From an optimization exercise on the open Yosys and OpenROAD flow, aimed at small area; shortcuts taken in it are not production practice.
Only simulation tests tie the RTL to the original design; equivalence was not proved.
No activity file was given, so power comes from the tool's default toggle rates.

### design.v
module nn_param_loader #(
  parameter int unsigned FRAME_BITS  = 368,
  parameter int unsigned LOAD_CYCLES = 3,
  parameter int unsigned NBYTES      = (FRAME_BITS + 7) / 8,
  parameter int unsigned CNT_W       = $clog2(NBYTES + 1)
) (
  input  logic                  clk,
  input  logic                  rst,
  input  logic [7:0]            s_data,
  input  logic                  s_valid,
  input  logic                  s_sof,
  output logic                  s_ready,
  output logic [FRAME_BITS-1:0] params,
  output logic                  load_params,
  output logic                  frame_done,
  output logic                  frame_err
);
  localparam int unsigned SH_W = NBYTES * 8;
  localparam int unsigned ST_W = 6;
  localparam logic [ST_W-1:0] COMMIT = ST_W'(60);
  localparam logic [ST_W-1:0] FIRST  = ST_W'(60 - (NBYTES - 1));
  logic [ST_W-1:0]       st_q;
  logic                  err_q;
  logic [SH_W-1:0]       shadow_q;
  logic [FRAME_BITS-1:0] params_q;
  logic busy, idle, beat, commit;
  logic sh_en, sh_hold, pr_en, pr_hold;
  assign busy    = &st_q[5:2];                  
  assign idle    = (st_q == '0);
  assign commit  = busy && (st_q[1:0] == 2'd0);
  assign s_ready = !rst && !busy;
  assign beat    = s_valid && s_ready;
  assign sh_en   = beat;
  assign sh_hold = !beat && !rst;
  assign pr_en   = commit && !rst;
  assign pr_hold = !commit && !rst;
  logic [SH_W-1:0] shadow_in, shadow_d;
  logic [FRAME_BITS-1:0] params_d;
  assign shadow_in = {s_data, shadow_q[SH_W-1:8]};
  nn_param_loader_sel #(.W(SH_W)) u_shadow_sel (
    .en(sh_en), .nv(shadow_in), .hold(sh_hold), .ov(shadow_q), .d(shadow_d)
  );
  nn_param_loader_sel #(.W(FRAME_BITS)) u_params_sel (
    .en(pr_en), .nv(shadow_q[FRAME_BITS-1:0]), .hold(pr_hold), .ov(params_q), .d(params_d)
  );
  always_ff @(posedge clk) begin
    shadow_q <= shadow_d;
    params_q <= params_d;
  end
  always_ff @(posedge clk) begin
    if (rst) begin
      st_q  <= '0;
      err_q <= 1'b0;
    end else begin
      err_q <= beat && (s_sof ? !idle : idle);
      if (busy || (beat && !s_sof && !idle))
        st_q <= st_q + ST_W'(1);
      else if (beat && s_sof)
        st_q <= FIRST;
    end
  end
  assign params      = params_q;
  assign load_params = busy && (st_q[1:0] != 2'd0);
  assign frame_done  = busy && (st_q[1:0] == 2'd1);
  assign frame_err   = err_q;
endmodule
module nn_param_loader_sel #(
  parameter int unsigned W = 1
) (
  input  logic         en,
  input  logic [W-1:0] nv,
  input  logic         hold,
  input  logic [W-1:0] ov,
  output logic [W-1:0] d
);
  assign d = ({W{en}} & nv) | ({W{hold}} & ov);
endmodule
### flow/run.sh
#!/bin/bash
# Standard ORFS layout, with every port buffered by the smallest buffer and clock tree
# synthesis with larger sink clusters and without dummy loads. The make output goes to
# standard_flow.log here; ORFS keeps each step's log under orfs/logs.
set -euo pipefail
bash standard.sh finish \
  "BUFFER_PORTS_ARGS=-buffer_cell sky130_fd_sc_hd__buf_1" \
  "CTS_ARGS=-sink_clustering_enable -repair_clock_nets -dont_use_dummy_load -buf_list sky130_fd_sc_hd__clkbuf_8 -sink_clustering_size 16 -sink_clustering_max_diameter 50" \
  > standard_flow.log 2>&1
### standard.sh
#!/bin/bash
# synth_recipe.tcl (not shown) runs the flow's synth.tcl, then flattens the netlist and writes it again
# the make line also repeats each setting of config.mk as NAME=value (left out here)
make -C /OpenROAD-flow-scripts/flow DESIGN_CONFIG=/design/flow/config.mk WORK_HOME=/design/flow/orfs CLKGATE_MAP_FILE= SYNTH_SCRIPT=/design/flow/synth_recipe.tcl "${@:-finish}"
### config.mk
export PLATFORM = sky130hd
export DESIGN_NAME = nn_param_loader
export DESIGN_NICKNAME = nn_param_loader
export VERILOG_FILES = /design/flow/design.v
export SDC_FILE = /design/flow/constraint.sdc
export NUM_CORES = 4
export LEC_CHECK = 0
export ABC_AREA = 0
export CAP_MARGIN = 20
export CORE_MARGIN = 2
export CORE_UTILIZATION = 75
export PLACE_DENSITY = 0.9
export SLEW_MARGIN = 20
export SYNTH_HIERARCHICAL = 1
### constraint.sdc
create_clock -name core_clock -period 4.0 [get_ports {clk}]
set_input_delay 0.8000 -clock core_clock [delete_from_list [all_inputs] [get_ports {clk}]]
set_output_delay 0.8000 -clock core_clock [all_outputs]
set_load 0.01 [all_outputs]
==> results of run 1 <==
-- synthesized netlist by cell type --
library cell / instances
a41oi_1: 1
a31o_2: 1
nand2_1: 2
nor3_1: 7
a31oi_1: 1
or2_1: 1
a22oi_1: 1
o211ai_1: 1
nor3b_1: 1
a211o_2: 1
o21ai_0: 5
and2_1: 1
and3_2: 1
clkbuf_1: 2
buf_4: 1
a21oi_1: 7
o31a_1: 1
or3_1: 1
nor2b_1: 1
nor2_1: 4
o21ai_2: 1
a22o_1: 736
dfxtp_1: 743
ha_1: 3
inv_1: 4
and4_2: 1
or4_1: 1
nand4_1: 2
or4b_4: 1
buf_2: 83
a21boi_1: 1
buf_6: 83
nand3b_1: 1
-- layer usage --
| metal | wire (um) | up-vias | global-route usage |
|---|---|---|---|
| met2 | 23800 | 672 | 0.467 |
| met3 | 4400 | 130 | 0.0734 |
| li1 | - | 7099 | - |
| met5 | 0 | - | 0 |
| met1 | 21700 | 7751 | 0.416 |
| met4 | 1910 | 0 | 0.119 |
-- logic make-up (layout without fill, tap and decap cells) --
kind of cell / Yosys count / count (layout) / synth area share
AOI/OAI and AO/OA: 757 / 757 / 0.286
DFF: 743 / 743 / 0.646
buffers and inverters: 173 / 458 / 0.0599
and+or+nand+nor: 25 / 25 / 0.00647
adders and majority gates: 3 / 3 / 0.00163
-- where the power goes --
| part | leakage, nW | internal [W] | switching (W) |
|---|---|---|---|
| Sequential | 5.98 | 0.00741 | 0.0000207 |
| Combinational | 3.00 | 0.0000560 | 0.000218 |
| Clock | 0.374 | 0.00117 | 0.00210 |
-- critical path: cells and delay by family (launching register included) --
family | cells | cell delay (ns)
buf+inv | 1 | 0.15
flops | 1 | 0.56
simple gates | 2 | 0.61
-- worst max-delay path by stage --
stage,endpoint,cells after the start,startpoint,slack (ns)
final,frame_done,3,st_q[5],1.30
after global routing,frame_done,3,st_q[5],1.20
after CTS,frame_done,3,st_q[5],1.30
after detailed placement,shadow_q[363],5,rst,1.12
after global placement,shadow_q[363],5,rst,1.22
after floorplan,s_ready,2,rst,2.02
-- flip-flops by register name (all words and copies together), names as in the netlist --
| name | count |
|---|---|
| params_q | 368 |
| shadow_q | 368 |
| err_q | 1 |
| st_q | 6 |
-- per-stage QoR --
stage                     utilization  total power [W]  instances
after floorplan                     -          0.00785       1701
after global placement          0.786          0.00786       2330
after detailed placement        0.786          0.00787       2330
after CTS                       0.810           0.0110       2382
after global routing            0.810           0.0113       2382
final                           0.810           0.0110       2382
-- layout make-up --
type | instances | area share
Tap cell | 396 | 0.0201
Clock buffer | 52 | 0.0290
Timing Repair Buffer | 402 | 0.0707
Inverter | 4 | 0.000609
Sequential cell | 743 | 0.604
Multi-Input combinational cell | 785 | 0.276
==> reports/results.ini, run 1 <==
[outcome]
status = timing/DRC/antenna clean

[worst_setup_path]
reg2reg_depth = 5
r2r-start = st_q[5]
setup.worst_path.end_class = primary output
required_ns = 3.20
arrival_ns = 1.90
start_kind = register
cp_cell_sequence = and4_2 > and2_1 > buf_1
cp_max_fo = 11
worst-setup-path-type = register to primary output
r2r_end = shadow_q[208]
max_stage_delay_ns = 0.56
slowest_stage = dfxtp_1
reg2reg_slack_ns = 1.56

[final_layout]
final_cell_mix = 743 x dfxtp_1, 736 x a22o_1, 383 x buf_1, 52 x clkbuf_8, 13 x buf_12
fillCellCount = 1724
area_growth_pct = 7.04
seqCellArea_um2 = 14900
fin_nets = 2003
insertedDiodeCount = 0
multiInputGateArea_um2 = 6800
drive_above_1_share = 0.0408
design_area_um2 = 24600
layout_commonest_cell = dfxtp_1

[clocking]
cts_resized = 0
numCtsBuffers = 52
cts_buffer_depth = 3
postCtsSetupBuffers = 0
cts.hold.buffers_added = 0
cts_sinks = 743
cts_tree = built
clock_insertion_delay_worst_skew_ns = 0.61
cts-root-buf = clkbuf_8
clkTransAtPathRegs_ns = 0.10
h-tree-depth = 2

[hold_path]
min_path_type = primary input to register
min_to = shadow_q[366]
min_from = s_data[6]
worstHoldPathCells = 2

[floorplanning]
die_width_um = 179
design.die.area_um2 = 32100
chipHeight_um = 179
start_util = 0.757
ios = 384
core_um2 = 30400
row_count = 64

[yosys]
seq_area_frac_synth = 0.646
yosysTopAreaCellShare = 0.646
yosys.cell_types.count = 33
syn_inst = 1701
avgSynthCellArea_um2 = 13.5
synthesis.area_um2 = 23000
synth_seq_cells = 743
synth_area_leaders = dfxtp_1 65%, a22o_1 28%, buf_6 4.1%
yosysWarningCount = 7
synth_top_cell_by_area = dfxtp_1
postSynthNetCount = 1716

[timing]
slew_violations = 0
finalHoldViolCount = 0
worst-slew-pin-transition_ns = 0.949
fin_crit_sh = 0.674
fmax_mhz = 371
setup_slack_ns = 1.30
slew_headroom = 0.367
hold_ws_ns = 0.430
setup_viol = 0
rsz0062_at_grt = no
fin_skew_ns = 0.0425
tns_ns = 0
fin_crit_ns = 2.70

[global_routing]
overflow = 0
track_usage = 0.303
grt_pass1_vias = 14400
grt_max_degree = 186
antenna_found_initial = 0
grt_pass1_wl_um = 79000

[drt]
num_vias = 15700
first_pass_iters = 5
vias_per_cell = 6.57
wl_per_cell_um = 21.7
wl_um = 51700
drt_iter0_drc = 1468
drtAntennaViolNets = 0
drc = 0

[place]
place_congestion = 0.867
dpl_worst_slack_ns = 1.12
hpwl_um = 32300
place_area_um2 = 23900
port_buffers = 383

[flow_run]
cap_violations = 0

[power_and_ir_drop]
vdd_drop_max_mv = 0.323
p_leak_nw = 9.36
powerDensity_nw_per_um2 = 445

==> run 2: changes to the inputs <==
--- a/config.mk
+++ b/config.mk
@@ -10,5 +10,4 @@
 export CORE_MARGIN = 2
 export CORE_UTILIZATION = 75
-export PLACE_DENSITY = 0.9
 export SLEW_MARGIN = 20
 export SYNTH_HIERARCHICAL = 1
==> reports/results.ini, run 2 <==
[timing]
fin_crit_sh = 0.667  ; was 0.674
fmax_mhz = 375  ; was 371 MHz
slew_headroom = 0.376  ; was 0.367
finalHoldViolCount = 0  ; unchanged
rsz0062_at_grt = no  ; unchanged
setup_viol = 0  ; unchanged
hold_ws_ns = 0.430  ; about the same
slew_violations = 0  ; unchanged
fin_crit_ns = 2.67  ; was 2.70 ns
worst-slew-pin-transition_ns = 0.936  ; was 0.949 ns
tns_ns = 0  ; unchanged
fin_skew_ns = 0.0334  ; was 0.0425 ns

[yosys]
yosysMostFrequentCell = dfxtp_1  ; unchanged
synthFlopType = dfxtp_1  ; unchanged
synth_common_cells = 743 x dfxtp_1, 736 x a22o_1, 83 x buf_2, 83 x buf_6  ; unchanged
synth_area_leaders = dfxtp_1 65%, a22o_1 28%, buf_6 4.1%  ; unchanged
yosysWarningCount = 7  ; unchanged
async_flop_share = 0  ; unchanged
synth_seq_cells = 743  ; unchanged
syn_inst = 1701  ; unchanged
avgSynthCellArea_um2 = 13.5  ; unchanged
yosysTopAreaCellShare = 0.646  ; unchanged
synth_top_cell_by_area = dfxtp_1  ; unchanged
synth_edf_count = 0  ; unchanged
yosys.cell_types.count = 33  ; unchanged
postSynthNetCount = 1716  ; unchanged
seq_area_frac_synth = 0.646  ; unchanged
synthesis.area_um2 = 23000  ; unchanged

[power_and_ir_drop]
powerDensity_nw_per_um2 = 448  ; was 445 nW/um^2
finalPower_w = 0.0110  ; about the same
vdd_drop_max_mv = 0.320  ; was 0.323 mV
p_leak_nw = 9.33  ; was 9.36 nW

[final_layout]
layout_commonest_cell = dfxtp_1  ; unchanged
reg_top3 = params_q x368, shadow_q x368, st_q x6  ; unchanged
insertedDiodeCount = 0  ; unchanged
area_growth_pct = 6.70  ; was 7.04%
fillCellCount = 1897  ; was 1724
final_cell_mix = 743 x dfxtp_1, 736 x a22o_1, 383 x buf_1, 53 x clkbuf_8, 8 x buf_12  ; was 743 x dfxtp_1, 736 x a22o_1, 383 x buf_1, 52 x clkbuf_8, 13 x buf_12
drive_above_1_share = 0.0393  ; was 0.0408
fin_nets = 2000  ; was 2003
final_util = 0.807  ; was 0.810

[global_routing]
overflow = 0  ; unchanged
grt_pass1_wl_um = 77900  ; was 79000 um
track_usage = 0.300  ; was 0.303
grt_max_degree = 184  ; was 186
antenna_found_initial = 0  ; unchanged
grt_pass1_vias = 14200  ; was 14400

[hold_path]
min_from = s_data[6]  ; unchanged
min_to = shadow_q[366]  ; unchanged
min_path_type = primary input to register  ; unchanged
worstHoldPathCells = 2  ; unchanged

[clocking]
cts.hold.buffers_added = 0  ; unchanged
numCtsBuffers = 53  ; was 52
cts_sinks = 743  ; unchanged
cts_resized = 0  ; unchanged
cts-root-buf = clkbuf_8  ; unchanged
h-tree-depth = 2  ; unchanged
cts_tree = built  ; unchanged
clock_insertion_delay_worst_skew_ns = 0.61  ; about the same
postCtsSetupBuffers = 0  ; unchanged
clkTransAtPathRegs_ns = 0.09  ; was 0.10 ns
cts_buffer_depth = 3  ; unchanged

[drt]
drtAntennaViolNets = 0  ; unchanged
first_pass_iters = 5  ; unchanged
drc = 0  ; unchanged
wl_um = 51300  ; was 51700 um
wl_per_cell_um = 21.6  ; was 21.7 um
vias_per_cell = 6.48  ; was 6.57
num_vias = 15400  ; was 15700
drt_iter0_drc = 1428  ; was 1468

[worst_setup_path]
setup.worst_path.end_class = primary output  ; unchanged
arrival_ns = 1.87  ; was 1.90 ns
start_kind = register  ; unchanged
r2r_end = shadow_q[185]  ; was shadow_q[208]
required_ns = 3.20  ; about the same
slowest_stage = dfxtp_1  ; unchanged
max_stage_delay_ns = 0.54  ; was 0.56 ns
cp_max_fo = 11  ; unchanged
reg2reg_depth = 5  ; unchanged
critPathTopFamily = simple AND/OR/NAND/NOR gates  ; unchanged
reg2reg_slack_ns = 1.64  ; was 1.56 ns
crit_buf_inv = 1  ; unchanged
worst-setup-path-type = register to primary output  ; unchanged
cp_cell_sequence = and4_2 > and2_1 > buf_1  ; unchanged
r2r-start = st_q[5]  ; unchanged

[floorplanning]
design.die.area_um2 = 32100  ; unchanged
start_util = 0.757  ; unchanged
chipHeight_um = 179  ; unchanged
die_width_um = 179  ; unchanged
ios = 384  ; unchanged
row_count = 64  ; unchanged
core_um2 = 30400  ; unchanged

[outcome]
status = timing/DRC/antenna clean  ; unchanged

[flow_run]
cap_violations = 0  ; unchanged

[place]
place_congestion = 0.814  ; was 0.867
hpwl_um = 31900  ; was 32300 um
port_buffers = 383  ; unchanged

==> run 2: cell count changes in the layout (fill, tap and decap cells not counted) <==
cell | previous run | this run
buf_12 | 13 | 8
buf_4 | 6 | 7
clkbuf_8 | 52 | 53
==> run 2: worst reg2reg max path, stage by stage (launching register included) <==
cell     delay (ns)
dfxtp_1        0.54
and4_2         0.44
nor3_2         0.09
nor2_4         0.38
buf_12         0.50
a22o_1         0.36
==> run 2: layout make-up <==
class | instances | area, um^2 | share of cell area
sequential | 743 | 14900 | 0.606
multi-input combinational | 785 | 6800 | 0.277
timing repair buffer | 398 | 1650 | 0.0672
clock buffer | 53 | 729 | 0.0297
tap | 396 | 495 | 0.0202
inverter | 4 | 15.0 | 0.000611
==> run 2: stage by stage <==
stage / instances / worst slack, ns / area, um^2
after floorplan: 1701 / 2.02 / 23000
after global placement: 2326 / 1.27 / 23800
after detailed placement: 2326 / 1.21 / 23800
after CTS: 2379 / 1.33 / 24600
after global routing: 2379 / 1.25 / 24600
final: 2379 / 1.33 / 24600
==> run 2: worst max-delay path by stage <==
stage                 start  slack [ns]  depth (start not counted)       endpoint
floorplan               rst        2.02                          2        s_ready
global placement        rst        1.27                          5  shadow_q[156]
detailed placement      rst        1.21                          5  shadow_q[185]
CTS                 st_q[5]        1.33                          3     frame_done
global route        st_q[5]        1.25                          3     frame_done
finish              st_q[5]        1.33                          3     frame_done
==> run 2: routing by layer <==
layer | GRT usage | part of all wire
met2 | 0.457 | 0.46
met1 | 0.401 | 0.42
met3 | 0.0969 | 0.087
met4 | 0.114 | 0.036
met5 | 0 | 0
==> run 2: cell families (layout without fill, tap and decap cells) <==
group,Yosys count,in the layout,share of synthesized area
adder cells (fa/ha/maj),3,3,0.00163
buffers and inverters,173,455,0.0599
flip-flops,743,743,0.646
AO/OA/AOI/OAI,757,757,0.286
AND/OR/NAND/NOR,25,25,0.00647
==> run 2: report_power, final <==
part | leakage (nW) | switching, W | total (W) | internal (W)
clock network | 0.381 | 0.00212 | 0.00330 | 0.00119
registers | 5.98 | 0.0000205 | 0.00743 | 0.00741
logic | 2.96 | 0.000215 | 0.000264 | 0.0000483
total | 9.33 | 0.00235 | 0.0110 | 0.00865
==> run 3: changes to the inputs <==
--- a/flow/run.sh
+++ b/flow/run.sh
@@ -6,4 +6,4 @@
 bash standard.sh finish \
   "BUFFER_PORTS_ARGS=-buffer_cell sky130_fd_sc_hd__buf_1" \
-  "CTS_ARGS=-sink_clustering_enable -repair_clock_nets -dont_use_dummy_load -buf_list sky130_fd_sc_hd__clkbuf_8 -sink_clustering_size 16 -sink_clustering_max_diameter 50" \
+  "CTS_ARGS=-sink_clustering_enable -repair_clock_nets -dont_use_dummy_load -buf_list sky130_fd_sc_hd__clkbuf_4 -sink_clustering_size 10 -sink_clustering_max_diameter 40" \
   > standard_flow.log 2>&1
==> reports/results.ini, run 3 <==
[timing]
setup_viol = 0  ; unchanged
setup_slack_ns = 1.16  ; was 1.33 ns
finalHoldViolCount = 0  ; unchanged
slew_violations = 0  ; unchanged
fin_crit_sh = 0.710  ; was 0.667
fin_crit_ns = 2.84  ; was 2.67 ns
fmax_mhz = 352  ; was 375 MHz
fin_skew_ns = 0.0942  ; was 0.0334 ns
slew_headroom = 0.418  ; was 0.376
worst-slew-pin-transition_ns = 0.873  ; was 0.936 ns
rsz0062_at_grt = no  ; unchanged
tns_ns = 0  ; unchanged

[drt]
first_pass_iters = 5  ; unchanged
drc = 0  ; unchanged
drt_iter0_drc = 1522  ; was 1428
wl_per_cell_um = 21.4  ; was 21.6 um
drtAntennaViolNets = 0  ; unchanged
wl_um = 51500  ; was 51300 um
num_vias = 15600  ; was 15400
vias_per_cell = 6.46  ; was 6.48

[floorplanning]
die_width_um = 179  ; unchanged
core_um2 = 30400  ; unchanged
row_count = 64  ; unchanged
chipHeight_um = 179  ; unchanged
design.die.area_um2 = 32100  ; unchanged
start_util = 0.757  ; unchanged
ios = 384  ; unchanged

[final_layout]
reg_top3 = params_q x368, shadow_q x368, st_q x6  ; unchanged
fin_nets = 2031  ; was 2000
area_growth_pct = 6.28  ; was 6.70%
drive_above_1_share = 0.0541  ; was 0.0393
layout_commonest_cell = dfxtp_1  ; unchanged
final_cells = 2411  ; was 2379
final_cell_mix = 743 x dfxtp_1, 736 x a22o_1, 383 x buf_1, 84 x clkbuf_4, 8 x buf_12  ; was 743 x dfxtp_1, 736 x a22o_1, 383 x buf_1, 53 x clkbuf_8, 8 x buf_12

[clocking]
clkTransAtPathRegs_ns = 0.10  ; was 0.09 ns
cts_resized = 0  ; unchanged
clock_insertion_delay_worst_skew_ns = 0.74  ; was 0.61 ns
cts_buffer_depth = 3  ; unchanged
cts-root-buf = clkbuf_4  ; was clkbuf_8
cts_sinks = 743  ; unchanged
numCtsBuffers = 84  ; was 53
h-tree-depth = 3  ; was 2
postCtsSetupBuffers = 0  ; unchanged
cts.hold.buffers_added = 0  ; unchanged
cts_tree = built  ; unchanged

[yosys]
synthXorXnorAreaFrac = 0  ; unchanged
synth_fa_ha_area_frac = 0.00163  ; unchanged
synthFlopType = dfxtp_1  ; unchanged
synthesis.area_um2 = 23000  ; unchanged
synth_common_cells = 743 x dfxtp_1, 736 x a22o_1, 83 x buf_2, 83 x buf_6  ; unchanged
synth_seq_cells = 743  ; unchanged
synth_top_cell_by_area = dfxtp_1  ; unchanged
yosysMostFrequentCell = dfxtp_1  ; unchanged
avgSynthCellArea_um2 = 13.5  ; unchanged
synth_top_family_by_area = compound AO/OA/AOI/OAI gates  ; unchanged
synth_edf_count = 0  ; unchanged
seq_area_frac_synth = 0.646  ; unchanged
async_flop_share = 0  ; unchanged
synth_compound_area_frac = 0.286  ; unchanged
yosys.area_share.simple = 0.00647  ; unchanged
yosysWarningCount = 7  ; unchanged
yosys.cell_types.count = 33  ; unchanged
yosysTopAreaCellShare = 0.646  ; unchanged
synth_area_leaders = dfxtp_1 65%, a22o_1 28%, buf_6 4.1%  ; unchanged
muxShareOfSynthArea = 0  ; unchanged
postSynthNetCount = 1716  ; unchanged
syn_inst = 1701  ; unchanged

[power_and_ir_drop]
powerDensity_nw_per_um2 = 442  ; was 448 nW/um^2
vdd_drop_max_mv = 0.302  ; was 0.320 mV
p_leak_nw = 9.33  ; about the same

[worst_setup_path]
required_ns = 3.20  ; about the same
slowest_stage = dfxtp_1  ; unchanged
setup.worst_path.end_class = primary output  ; unchanged
start_kind = register  ; unchanged
cp_cell_sequence = and4_2 > and2_1 > buf_1  ; unchanged
cp_max_fo = 11  ; unchanged
arrival_ns = 2.04  ; was 1.87 ns
max_stage_delay_ns = 0.55  ; was 0.54 ns
worst-setup-path-type = register to primary output  ; unchanged

[global_routing]
grt_pass1_vias = 14500  ; was 14200
antenna_found_initial = 1  ; was 0
overflow = 0  ; unchanged
grt_max_degree = 184  ; unchanged
track_usage = 0.304  ; was 0.300
grt_pass1_wl_um = 78700  ; was 77900 um

[place]
dpl_worst_slack_ns = 1.21  ; unchanged
hpwl_um = 31900  ; unchanged
dp.cells = 2326  ; unchanged
place_congestion = 0.814  ; unchanged
port_buffers = 383  ; unchanged

[outcome]
status = timing/DRC/antenna clean  ; unchanged

[flow_run]
cap_violations = 0  ; unchanged

[hold_path]
min_path_type = primary input to register  ; unchanged

## run 3: cell types whose count changed in the layout (fill, tap and decap cells not counted), sizes merged
cell    previous run  this run
diode              0         1
clkbuf            53        84
## run 3: critical path: cells and delay by family, from the launching register on
| kind | cells | cell delay, ns |
|---|---|---|
| flip-flops | 1 | 0.55 |
| buffers and inverters | 1 | 0.15 |
| AND/OR/NAND/NOR | 2 | 0.61 |
## run 3: layout make-up
type | count | area, um^2
flip-flops and latches | 743 | 14900
well taps | 396 | 495
clock buffers | 84 | 631
repair buffers | 398 | 1650
diodes | 1 | 2.50
inverters | 4 | 15.0
fillers | 1923 | 5960
multi-input cells | 785 | 6800
## run 3: where the power goes
part / switching [W] / internal, W / total (W) / leakage [nW]
clock network: 0.00214 / 0.000970 / 0.00312 / 0.386
logic: 0.000216 / 0.0000482 / 0.000264 / 2.96
registers: 0.0000204 / 0.00741 / 0.00743 / 5.98
total: 0.00238 / 0.00843 / 0.0108 / 9.33
## run 3: logic make-up (layout without fill, tap and decap cells)
family | Yosys count | after routing
DFF | 743 | 743
AOI/OAI and AO/OA | 757 | 757
other | 0 | 1
buffers and inverters | 173 | 486
adders and majority gates | 3 | 3
and+or+nand+nor | 25 | 25
## run 3: final timing paths
check / start / endpoint / slack, ns / cells after the start
worst max-delay path: st_q[5] / frame_done / 1.16 / 3
worst min-delay path: s_data[0] / shadow_q[360] / 0.28 / 2
worst max register to register: st_q[5] / params_q[251] / 1.55 / 5
worst min register to register: shadow_q[12] / params_q[12] / 0.45 / 1
## run 3: layer usage
layer  part of all wire  GRT usage
met1               0.42      0.404
met2               0.46      0.458
met3              0.091      0.104
met4              0.034      0.125
met5                  0          0
## run 3: through the flow
stage | cell area [um^2] | hold WS, ns | power (W) | utilization
global placement | 23800 | 0.450 | 0.00786 | 0.783
finish | 24500 | 0.281 | 0.0108 | 0.804
CTS | 24500 | 0.245 | 0.0109 | 0.804
floorplan | 23000 | 0.440 | 0.00785 | -
global route | 24500 | 0.243 | 0.0112 | 0.804
detailed placement | 23800 | 0.450 | 0.00786 | 0.783
==> run 4: changes to the inputs <==
--- a/design.v
+++ b/design.v
@@ -17,7 +17,8 @@
 );
   localparam int unsigned SH_W = NBYTES * 8;
-  localparam int unsigned ST_W = 6;
-  localparam logic [ST_W-1:0] COMMIT = ST_W'(60);
-  localparam logic [ST_W-1:0] FIRST  = ST_W'(60 - (NBYTES - 1));
+  localparam int unsigned ST_W = $clog2(NBYTES + LOAD_CYCLES + 1);
+  localparam logic [ST_W-1:0] TOP    = '1;
+  localparam logic [ST_W-1:0] COMMIT = TOP - ST_W'(LOAD_CYCLES);
+  localparam logic [ST_W-1:0] FIRST  = COMMIT - ST_W'(NBYTES - 1);
   logic [ST_W-1:0]       st_q;
   logic                  err_q;
@@ -26,7 +27,7 @@
   logic busy, idle, beat, commit;
   logic sh_en, sh_hold, pr_en, pr_hold;
-  assign busy    = &st_q[5:2];                  
+  assign busy    = (st_q >= COMMIT);
   assign idle    = (st_q == '0);
-  assign commit  = busy && (st_q[1:0] == 2'd0);
+  assign commit  = (st_q == COMMIT);
   assign s_ready = !rst && !busy;
   assign beat    = s_valid && s_ready;
@@ -37,5 +38,11 @@
   logic [SH_W-1:0] shadow_in, shadow_d;
   logic [FRAME_BITS-1:0] params_d;
-  assign shadow_in = {s_data, shadow_q[SH_W-1:8]};
+  generate
+    if (NBYTES > 1) begin : g_shift
+      assign shadow_in = {s_data, shadow_q[SH_W-1:8]};
+    end else begin : g_one
+      assign shadow_in = s_data;
+    end
+  endgenerate
   nn_param_loader_sel #(.W(SH_W)) u_shadow_sel (
     .en(sh_en), .nv(shadow_in), .hold(sh_hold), .ov(shadow_q), .d(shadow_d)
@@ -61,6 +68,6 @@
   end
   assign params      = params_q;
-  assign load_params = busy && (st_q[1:0] != 2'd0);
-  assign frame_done  = busy && (st_q[1:0] == 2'd1);
+  assign load_params = (st_q > COMMIT);
+  assign frame_done  = (st_q == COMMIT + ST_W'(1));
   assign frame_err   = err_q;
 endmodule
==> reports/results.ini, run 4 <==
[place]
dp.cells = 2326  ; unchanged
place_area_um2 = 23900  ; was 23800 um^2
port_buffers = 383  ; unchanged
dpl_worst_slack_ns = 0.963  ; was 1.21 ns
hpwl_um = 32200  ; was 31900 um
place_congestion = 0.827  ; was 0.814

[floorplanning]
design.die.area_um2 = 32100  ; about the same
chipHeight_um = 179  ; about the same
row_count = 64  ; unchanged
ios = 384  ; unchanged
core_um2 = 30400  ; unchanged
start_util = 0.757  ; about the same
die_width_um = 179  ; about the same

[timing]
setup_slack_ns = 1.18  ; was 1.16 ns
rsz0062_at_grt = no  ; unchanged
fin_crit_sh = 0.705  ; was 0.710
fmax_mhz = 355  ; was 352 MHz
fin_crit_ns = 2.82  ; was 2.84 ns
finalHoldViolCount = 0  ; unchanged
setup_viol = 0  ; unchanged
worst-slew-pin-transition_ns = 1.10  ; was 0.873 ns
fin_skew_ns = 0.0798  ; was 0.0942 ns
slew_headroom = 0.269  ; was 0.418
slew_violations = 0  ; unchanged
tns_ns = 0  ; unchanged

[drt]
drt_iter0_drc = 1428  ; was 1522
first_pass_iters = 5  ; unchanged
drtAntennaViolNets = 0  ; unchanged
drc = 0  ; unchanged
wl_um = 51500  ; about the same
wl_per_cell_um = 21.3  ; was 21.4 um
num_vias = 15400  ; was 15600
vias_per_cell = 6.40  ; was 6.46

[yosys]
synth_common_cells = 743 x dfxtp_1, 736 x a22o_1, 84 x buf_6, 82 x buf_2, 7 x nor2_1  ; was 743 x dfxtp_1, 736 x a22o_1, 83 x buf_2, 83 x buf_6
synth_edf_count = 0  ; unchanged
synthesis.area_um2 = 23000  ; about the same
synth_seq_cells = 743  ; unchanged
yosys.cell_types.count = 29  ; was 33
synthFlopType = dfxtp_1  ; unchanged
async_flop_share = 0  ; unchanged
avgSynthCellArea_um2 = 13.6  ; was 13.5 um^2
syn_inst = 1698  ; was 1701
yosysMostFrequentCell = dfxtp_1  ; unchanged
postSynthNetCount = 1713  ; was 1716
synth_top_cell_by_area = dfxtp_1  ; unchanged
yosysWarningCount = 7  ; unchanged
seq_area_frac_synth = 0.646  ; about the same
yosysTopAreaCellShare = 0.646  ; about the same
synth_area_leaders = dfxtp_1 65%, a22o_1 28%, buf_6 4.1%  ; unchanged

[global_routing]
overflow = 0  ; unchanged
grt_max_degree = 163  ; was 184
grt_pass1_vias = 14400  ; was 14500
track_usage = 0.302  ; was 0.304
antenna_found_initial = 1  ; unchanged
grt_pass1_wl_um = 77900  ; was 78700 um

[worst_setup_path]
r2r_end = shadow_q[68]  ; was params_q[251]
setup.worst_path.end_class = primary output  ; unchanged
required_ns = 3.20  ; about the same
arrival_ns = 2.02  ; was 2.04 ns
start_kind = register  ; unchanged
startpoint = st_q[2]  ; was st_q[5]
reg2reg_depth = 4  ; was 5
worst-setup-path-type = register to primary output  ; unchanged
cp_max_fo = 9  ; was 11
reg2reg_slack_ns = 1.61  ; was 1.55 ns
crit_path_end = frame_done  ; unchanged
r2r-start = st_q[2]  ; was st_q[5]

[final_layout]
design_area_um2 = 24500  ; about the same
fillCellCount = 1905  ; was 1923
drive_above_1_share = 0.0541  ; unchanged
layout_commonest_cell = dfxtp_1  ; unchanged
final_cell_mix = 743 x dfxtp_1, 736 x a22o_1, 383 x buf_1, 84 x clkbuf_4, 12 x buf_12  ; was 743 x dfxtp_1, 736 x a22o_1, 383 x buf_1, 84 x clkbuf_4, 8 x buf_12
final_cells = 2411  ; unchanged
reg_top3 = params_q x368, shadow_q x368, st_q x6  ; unchanged
fin_nets = 2031  ; unchanged
area_growth_pct = 6.54  ; was 6.28%

[clocking]
cts_sinks = 743  ; unchanged
h-tree-depth = 3  ; unchanged
postCtsSetupBuffers = 0  ; unchanged
cts-root-buf = clkbuf_4  ; unchanged
cts_buffer_depth = 3  ; unchanged
clkTransAtPathRegs_ns = 0.10  ; about the same
numCtsBuffers = 84  ; unchanged
cts.hold.buffers_added = 0  ; unchanged
cts_resized = 0  ; unchanged
cts_tree = built  ; unchanged
clock_insertion_delay_worst_skew_ns = 0.77  ; was 0.74 ns

[power_and_ir_drop]
p_leak_nw = 9.38  ; was 9.33 nW
finalPower_w = 0.0108  ; about the same
vdd_drop_max_mv = 0.330  ; was 0.302 mV
powerDensity_nw_per_um2 = 440  ; was 442 nW/um^2

[flow_run]
cap_violations = 0  ; unchanged

[hold_path]
min_path_type = primary input to register  ; unchanged

[outcome]
status = timing/DRC/antenna clean  ; unchanged

run 4: cell count changes after synthesis, sizes merged, moves of 2 or more:
cell / before / now
nor2: 4 / 7
o21ai: 6 / 0
nor4: 0 / 3
nor3: 7 / 4
a211oi: 0 / 2
nand3: 0 / 3
a21oi: 7 / 5
nand2: 2 / 7
clkbuf: 2 / 0
run 4: kinds of logic after synthesis:
| family | count (synthesis) | share of synthesized area |
|---|---|---|
| adders and majority gates | 3 | 0.00163 |
| AOI/OAI and AO/OA | 749 | 0.284 |
| buffers and inverters | 170 | 0.0597 |
| xor gates and xnor gates | 1 | 0.000380 |
| DFF | 743 | 0.646 |
| and+or+nand+nor | 32 | 0.00793 |
run 4: worst min path at each step:
stage,startpoint,to,depth (start not counted)
6_report,s_data[6],shadow_q[366],2
5_1_grt,s_data[6],shadow_q[366],2
4_1_cts,s_data[6],shadow_q[366],2
3_5_place_dp,params_q[279],params_q[279],1
3_3_place_gp,params_q[173],params_q[173],1
2_1_floorplan,shadow_q[0],shadow_q[0],1
run 4: per-stage QoR:
step	hold slack (ns)	utilization
after CTS	0.214	0.806
after global placement	0.450	0.785
after detailed placement	0.451	0.785
final	0.295	0.806
after floorplan	0.440	-
after global routing	0.256	0.806
run 4: layout make-up:
class / instances / area [um^2] / share of cell area
Antenna cell: 1 / 2.50 / 0.000102
Clock buffer: 84 / 631 / 0.0257
Inverter: 3 / 11.3 / 0.000459
Multi-Input combinational cell: 785 / 6810 / 0.278
Sequential cell: 743 / 14900 / 0.606
Tap cell: 396 / 495 / 0.0202
Timing Repair Buffer: 399 / 1710 / 0.0696
run 4: worst max-delay path, stage by stage (launching register included):
cell and delay (ns):
dfxtp_1 0.52, and4_2 0.46, and2_1 0.18, buf_1 0.15
run 4: where the power goes:
part           switching [W]  internal, W  total [W]
clock                0.00214     0.000971    0.00311
combinational       0.000215    0.0000512   0.000266
sequential         0.0000198      0.00741    0.00743
total                0.00237      0.00843     0.0108
run 4: per-layer routing:
layer  share of wire  global-route usage  up-vias
met1            0.43               0.404     7616
met4           0.033               0.118        0
li1                -                   -     7182
met3           0.081              0.0899       99
met5               0                   0        -
met2            0.46               0.461      529
==> run 5: changes to the inputs <==
--- a/flow/run.sh
+++ b/flow/run.sh
@@ -6,4 +6,4 @@
 bash standard.sh finish \
   "BUFFER_PORTS_ARGS=-buffer_cell sky130_fd_sc_hd__buf_1" \
-  "CTS_ARGS=-sink_clustering_enable -repair_clock_nets -dont_use_dummy_load -buf_list sky130_fd_sc_hd__clkbuf_4 -sink_clustering_size 10 -sink_clustering_max_diameter 40" \
+  "CTS_ARGS=-sink_clustering_enable -repair_clock_nets -dont_use_dummy_load -buf_list sky130_fd_sc_hd__clkbuf_8 -sink_clustering_size 16 -sink_clustering_max_diameter 50" \
   > standard_flow.log 2>&1
==> reports/results.ini, run 5 <==
[timing]
slew_headroom = 0.278  ; was 0.269
setup_slack_ns = 1.28  ; was 1.18 ns
setup_viol = 0  ; unchanged
slew_violations = 0  ; unchanged
fin_skew_ns = 0.0380  ; was 0.0798 ns
rsz0062_at_grt = no  ; unchanged
finalHoldViolCount = 0  ; unchanged
fmax_mhz = 367  ; was 355 MHz
fin_crit_ns = 2.72  ; was 2.82 ns
worst-slew-pin-transition_ns = 1.08  ; was 1.10 ns
tns_ns = 0  ; unchanged
fin_crit_sh = 0.681  ; was 0.705

[drt]
drt_iter0_drc = 1312  ; was 1428
vias_per_cell = 6.46  ; was 6.40
num_vias = 15400  ; about the same
drc = 0  ; unchanged
wl_per_cell_um = 21.7  ; was 21.3 um
drtAntennaViolNets = 0  ; unchanged
first_pass_iters = 5  ; unchanged
wl_um = 51600  ; was 51500 um

[worst_setup_path]
cp_max_fo = 9  ; unchanged
arrival_ns = 1.92  ; was 2.02 ns
slowest_stage = dfxtp_1  ; unchanged
r2r-start = st_q[2]  ; unchanged
critPathTopFamily = simple AND/OR/NAND/NOR gates  ; unchanged
max_stage_delay_ns = 0.53  ; was 0.52 ns
startpoint = st_q[2]  ; unchanged
crit_buf_inv = 1  ; unchanged
setup.worst_path.end_class = primary output  ; unchanged
cp_cell_sequence = and4_2 > and2_1 > buf_1  ; unchanged
required_ns = 3.20  ; about the same
worst-setup-path-type = register to primary output  ; unchanged
start_kind = register  ; unchanged

[yosys]
syn_inst = 1698  ; unchanged
seq_area_frac_synth = 0.646  ; unchanged
postSynthNetCount = 1713  ; unchanged
synth_edf_count = 0  ; unchanged
synth_top_cell_by_area = dfxtp_1  ; unchanged
synth_common_cells = 743 x dfxtp_1, 736 x a22o_1, 84 x buf_6, 82 x buf_2, 7 x nor2_1  ; unchanged
yosysMostFrequentCell = dfxtp_1  ; unchanged
synth_area_leaders = dfxtp_1 65%, a22o_1 28%, buf_6 4.1%  ; unchanged
synthFlopType = dfxtp_1  ; unchanged
yosys.cell_types.count = 29  ; unchanged
synth_seq_cells = 743  ; unchanged
async_flop_share = 0  ; unchanged
yosysTopAreaCellShare = 0.646  ; unchanged
avgSynthCellArea_um2 = 13.6  ; unchanged
yosysWarningCount = 7  ; unchanged
synthesis.area_um2 = 23000  ; unchanged

[floorplanning]
die_width_um = 179  ; unchanged
row_count = 64  ; unchanged
design.die.area_um2 = 32100  ; unchanged
chipHeight_um = 179  ; unchanged
start_util = 0.757  ; unchanged
ios = 384  ; unchanged
core_um2 = 30400  ; unchanged

[power_and_ir_drop]
combinationalPowerShare = 0.024  ; was 0.025
powerDensity_nw_per_um2 = 447  ; was 440 nW/um^2
vdd_drop_max_mv = 0.404  ; was 0.330 mV
seqPwrFrac = 0.675  ; was 0.688
p_int_w = 0.00865  ; was 0.00843 W
p_leak_nw = 9.37  ; was 9.38 nW
power.switching_w = 0.00235  ; was 0.00237 W
swShare = 0.214  ; was 0.220
power_frac_clock = 0.300  ; was 0.288

[global_routing]
grt_pass1_wl_um = 77800  ; was 77900 um
overflow = 0  ; unchanged
antenna_found_initial = 0  ; was 1
grt_max_degree = 163  ; unchanged
grt_pass1_vias = 14200  ; was 14400
track_usage = 0.301  ; was 0.302

[clocking]
clkTransAtPathRegs_ns = 0.09  ; was 0.10 ns
cts_resized = 0  ; unchanged
cts_buffer_depth = 3  ; unchanged
cts_sinks = 743  ; unchanged
numCtsBuffers = 53  ; was 84
cts_tree = built  ; unchanged
postCtsSetupBuffers = 0  ; unchanged
clock_insertion_delay_worst_skew_ns = 0.61  ; was 0.77 ns
cts-root-buf = clkbuf_8  ; was clkbuf_4
h-tree-depth = 2  ; was 3
cts.hold.buffers_added = 0  ; unchanged

[place]
port_buffers = 383  ; unchanged
dpl_worst_slack_ns = 0.963  ; unchanged
hpwl_um = 32200  ; unchanged
place_congestion = 0.827  ; unchanged

[final_layout]
fin_nets = 2000  ; was 2031
area_growth_pct = 6.96  ; was 6.54%
drive_above_1_share = 0.0393  ; was 0.0541
layout_commonest_cell = dfxtp_1  ; unchanged
final_cell_mix = 743 x dfxtp_1, 736 x a22o_1, 383 x buf_1, 53 x clkbuf_8, 12 x buf_12  ; was 743 x dfxtp_1, 736 x a22o_1, 383 x buf_1, 84 x clkbuf_4, 12 x buf_12
fillCellCount = 1882  ; was 1905
reg_top3 = params_q x368, shadow_q x368, st_q x6  ; unchanged
insertedDiodeCount = 0  ; was 1

[hold_path]
min_path_type = primary input to register  ; unchanged
min_from = s_data[0]  ; was s_data[6]

[outcome]
status = timing/DRC/antenna clean  ; unchanged

[flow_run]
cap_violations = 0  ; unchanged

## run 5: layer usage
metal | track usage | routed length [um] | vias to the layer above
li1 | - | - | 7092
met1 | 0.407 | 21900 | 7641
met2 | 0.462 | 23500 | 526
met3 | 0.0861 | 4350 | 99
met4 | 0.108 | 1820 | 0
met5 | 0 | 0 | -
## run 5: kinds of logic (layout without fill, tap and decap cells)
family          after synthesis  count (layout)  share of synthesized area
fa+ha+maj                     3               3                    0.00163
simple gates                 32              32                    0.00793
flops                       743             743                      0.646
xor+xnor                      1               1                   0.000380
compound gates              749             749                      0.284
buf+inv                     170             455                     0.0597
## run 5: final timing paths
check / end / cells after the start / slack, ns
max reg2reg: shadow_q[97] / 4 / 1.60
min reg2reg: params_q[177] / 1 / 0.47
min: shadow_q[360] / 2 / 0.42
max: frame_done / 3 / 1.28
## run 5: power groups by stage
stage	clock network (W)	registers [W]	logic [W]
finish	0.00330	0.00743	0.000267
global route	0.00361	0.00743	0.000289
CTS	0.00335	0.00743	0.000264
detailed placement	0	0.00760	0.000264
global placement	0	0.00760	0.000262
floorplan	0	0.00759	0.000254
## run 5: worst register-to-register path, delay by kind of cell (launching register included)
kind | cells | cell delay [ns]
AO/OA/AOI/OAI | 1 | 0.38
AND/OR/NAND/NOR | 2 | 0.66
buffers and inverters | 1 | 0.86
flip-flops | 1 | 0.42
## run 5: layout make-up
cell class | instances | area, um^2 | share of cell area
clock buffer | 53 | 729 | 0.0296
sequential | 743 | 14900 | 0.604
multi-input combinational | 785 | 6810 | 0.276
timing repair buffer | 399 | 1710 | 0.0694
inverter | 3 | 11.3 | 0.000457
tap | 396 | 495 | 0.0201
## run 5: through the flow
stage          instance area [um^2]  cells  power (W)  hold WS [ns]   util
2_1_floorplan                 23000   1698    0.00785         0.440      -
3_3_place_gp                  23900   2326    0.00786         0.450  0.785
3_5_place_dp                  23900   2326    0.00786         0.451  0.785
4_1_cts                       24600   2379     0.0110         0.383  0.809
5_1_grt                       24600   2379     0.0113         0.406  0.809
6_report                      24600   2379     0.0110         0.416  0.809

separate check: timing with driven ports:
The flow's constraints put no driver on any port. The routed layouts listed below were extracted and timed again, unchanged, in two steps. Step 1 sets driving cells, clkbuf_16 on the clock port and buf_2 on the other inputs (assumed; they add their load-dependent delay and slew). Step 2, shift: input delay + t, output delay - t, t = (earliest + latest rising clock arrival at the registers) / 2. This alone moves slack from input paths to output paths. a / b / c = no drivers / after step 1 / after step 2; a / b = the first two.
| run | t (ns) | setup WS [ns] | worst setup path after step 2 |
|---|---|---|---|
| run 1 | 0.640 | 1.303 / 1.253 / 1.029 | input to register |
| run 2 | 0.633 | 1.331 / 1.282 / 1.148 | input to register |
| run 3 | 0.740 | 1.159 / 1.113 / 1.158 | input to register |
| run 4 | 0.766 | 1.181 / 1.131 / 0.893 | input to register |
| run 5 | 0.641 | 1.277 / 1.229 / 0.878 | input to register |
After both steps every run listed still meets setup and hold. The setup slack of run 5, which loses most, moves by -0.048 ns with the drivers and by -0.399 ns with both steps.
